Background: an optimization exercise with open tools, aiming at small area, a short achievable clock period and few clock cycles per item. Do not read the settings as production practice. Only simulation tests tie the RTL to the original design; equivalence was not proved. Power figures rest on the tool's default switching activity, not on a simulated workload.

Design sha256_byte_stream_hasher_top, start of the top module:
module sha256_byte_stream_hasher_top (
  input  logic        clk_i,
  input  logic        rst_ni,
  input  logic        s_axis_tvalid,
  output logic        s_axis_tready,
  input  logic [7:0]  s_axis_tdata,    
  input  logic        s_axis_tuser,    
  output logic        m_axis_tvalid,
  input  logic        m_axis_tready,
  output logic [31:0] m_axis_tdata,    
  output logic [2:0]  m_axis_tuser,    
  output logic        m_axis_tlast     
);
  logic              q_valid;
  logic              q_ready;
  sha256_pkg::item_t q_item;
  logic              take;
  logic              blk_rdy, blk_first, blk_last;
  logic [15:0][31:0] blk;
  sha256_front u_front (
    .clk_i         (clk_i),
    .rst_ni        (rst_ni),
    .s_axis_tvalid (s_axis_tvalid),
    .s_axis_tready (s_axis_tready),
    .s_axis_tdata  (s_axis_tdata),
    .s_axis_tuser  (s_axis_tuser),
    .q_valid_o     (q_valid),
    .q_item_o      (q_item),
    .q_ready_i     (q_ready)
  );
  sha256_back u_back (
    .clk_i       (clk_i),
    .rst_ni      (rst_ni),
    .q_valid_i   (q_valid),
    .q_item_i    (q_item),
    .q_ready_o   (q_ready),
    .take_i      (take),
    .blk_rdy_o   (blk_rdy),
    .blk_first_o (blk_first),
    .blk_last_o  (blk_last),
    .blk_o       (blk)
  );
  sha256_core u_core (
    .clk_i         (clk_i),
  ...
Size: about 9500 cells after synthesis, roughly 1800 flip-flops, about 92000 µm² of cells after synthesis.
Settings: LEC_CHECK=0, CAP_MARGIN=20, CORE_MARGIN=2, CORE_UTILIZATION=45, CTS_CLUSTER_DIAMETER=90, CTS_CLUSTER_SIZE=22, SETUP_SLACK_MARGIN=5, SLEW_MARGIN=20, TNS_END_PERCENT=0; clock period 12.0 ns.
standard.sh (not shown) runs the stock make flow with config.mk's settings and CLKGATE_MAP_FILE= SYNTH_SCRIPT=/design/flow/synth_recipe.tcl, a recipe that flattens the netlist after the stock synthesis.
==> flow/flow/run.sh <==
#!/bin/bash
set -euo pipefail
MARGIN=$(cat flow/margin.txt)
sed "s/SETUP_SLACK_MARGIN=[0-9.]*/SETUP_SLACK_MARGIN=${MARGIN}/" standard.sh > standard_margin.sh
bash standard_margin.sh > standard.log 2>&1
==> flow/flow/margin.txt <==
8.5
Testbench counts at the start, summed over its fixed seeds: cycles 72,292, bytes 62,794.
Rerun with:
- CORE_UTILIZATION: 45 -> 50
- CTS_BUF_LIST: default -> sky130_fd_sc_hd__clkbuf_8
- CTS_CLUSTER_DIAMETER: 90 -> default
- CTS_CLUSTER_SIZE: 22 -> default
The changed run finished with timing, DRC and antenna clean.
Global-route usage climbs by 4.7 points.
Synthesized area does not change.
Clock power is higher by 37%.
Sequential cell count does not change.
Rerun with:
- CORE_UTILIZATION: 50 -> 60
- CTS_BUF_LIST: sky130_fd_sc_hd__clkbuf_8 -> default
After rerunning: First-iteration DRC count came out higher by roughly a tenth. Area after synthesis does not change. Power is higher by a few percent.
Rerun with:
- CORE_UTILIZATION: 60 -> 50
- CTS_CLUSTER_DIAMETER: default -> 90
- CTS_CLUSTER_SIZE: default -> 22
Result:
- The new run finished with timing, DRC and antenna clean
- count of clock-buffer cells in the layout came out lower by 109
- final area came out lower by 1.7%
- synthesized area stays the same
- synthesized cell count stays the same
- setup slack improves by 150 ps
- routed wire length came out higher by 3.9%

---

lane 1:
Starting RTL as in the previous note.
clock: 12.0 ns
lec_check: 0
cap_margin: 20
core_margin: 2
core_utilization: 50
cts_buf_list: sky130_fd_sc_hd__clkbuf_16 sky130_fd_sc_hd__clkbuf_8
cts_cluster_diameter: 90
cts_cluster_size: 22
setup_slack_margin: 5
slew_margin: 20
tns_end_percent: 0
Scripts as last shown in full above: flow/flow/run.sh, flow/flow/margin.txt
Lane 1 went all the way through the flow, and no timing, DRC or antenna check failed.
Testbench counts of lane 1, summed over its fixed seeds: cycles 72,292, bytes 62,794.
Inputs modified between lane 1 and lane 5:
# lane 1
export LEC_CHECK = 0
export CAP_MARGIN = 20
export CORE_MARGIN = 2
export CORE_UTILIZATION = 50
export CTS_BUF_LIST = sky130_fd_sc_hd__clkbuf_16 sky130_fd_sc_hd__clkbuf_8
export CTS_CLUSTER_DIAMETER = 90
export CTS_CLUSTER_SIZE = 22
export SETUP_SLACK_MARGIN = 5
export SLEW_MARGIN = 20
export TNS_END_PERCENT = 0
create_clock -name core_clock -period 12.0 [get_ports {clk_i}]
# lane 5
export LEC_CHECK = 0
export CAP_MARGIN = 20
export CORE_MARGIN = 2
export CORE_UTILIZATION = 50
export CTS_CLUSTER_DIAMETER = 90
export CTS_CLUSTER_SIZE = 22
export PLACE_DENSITY = 0.72
export SETUP_SLACK_MARGIN = 5
export SLEW_MARGIN = 20
export TNS_END_PERCENT = 0
create_clock -name core_clock -period 12.0 [get_ports {clk_i}]
Non-clock buffer instance count of the final layout was lower in the run labelled lane 5.
[compare] base=lane 1 new=lane 5: clock network fraction of design power -1.3 points; number of placed cells counting well taps ~0 delta; overall routing resource usage -1.8 points; number of global-route vias before repair +1968; number of cells upsized or downsized after cts -about 30%.

==> afterwards: timing with drivers on the ports <==
The flow's constraints put no driver on any port. The routed layouts listed below were extracted and timed again, unchanged, in two steps. Step 1 assumes that a clkbuf_16 drives the clock port and a buf_2 every other input. Step 2 also shifts input and output timing later by t, the mid clock arrival at the registers, as if the neighbouring blocks saw the same clock. Three values: ideal ports, drivers, drivers and shift; two values: the first two.
run | t, ns | slack for setup (ns) | slew at the worst register clock pin (ns)
the first run of note 1 | 0.869 | 6.820 / 6.820 / 6.578 | 0.10 / 0.10
the second run of note 1 | 1.106 | 6.909 / 6.909 / 6.604 | 0.07 / 0.07
the third run of note 1 | 0.896 | 6.766 / 6.766 / 6.299 | 0.07 / 0.07
the fourth run of note 1 | 0.877 | 6.912 / 6.912 / 6.645 | 0.11 / 0.11
lane 1 | 0.881 | 6.910 / 6.910 / 6.624 | 0.11 / 0.11
lane 5 | 0.888 | 6.898 / 6.898 / 6.357 | 0.10 / 0.10
After both steps every run listed still meets setup and hold. The setup slack of lane 5, which loses most, moves by 0.000 ns with the drivers and by -0.541 ns with both steps.
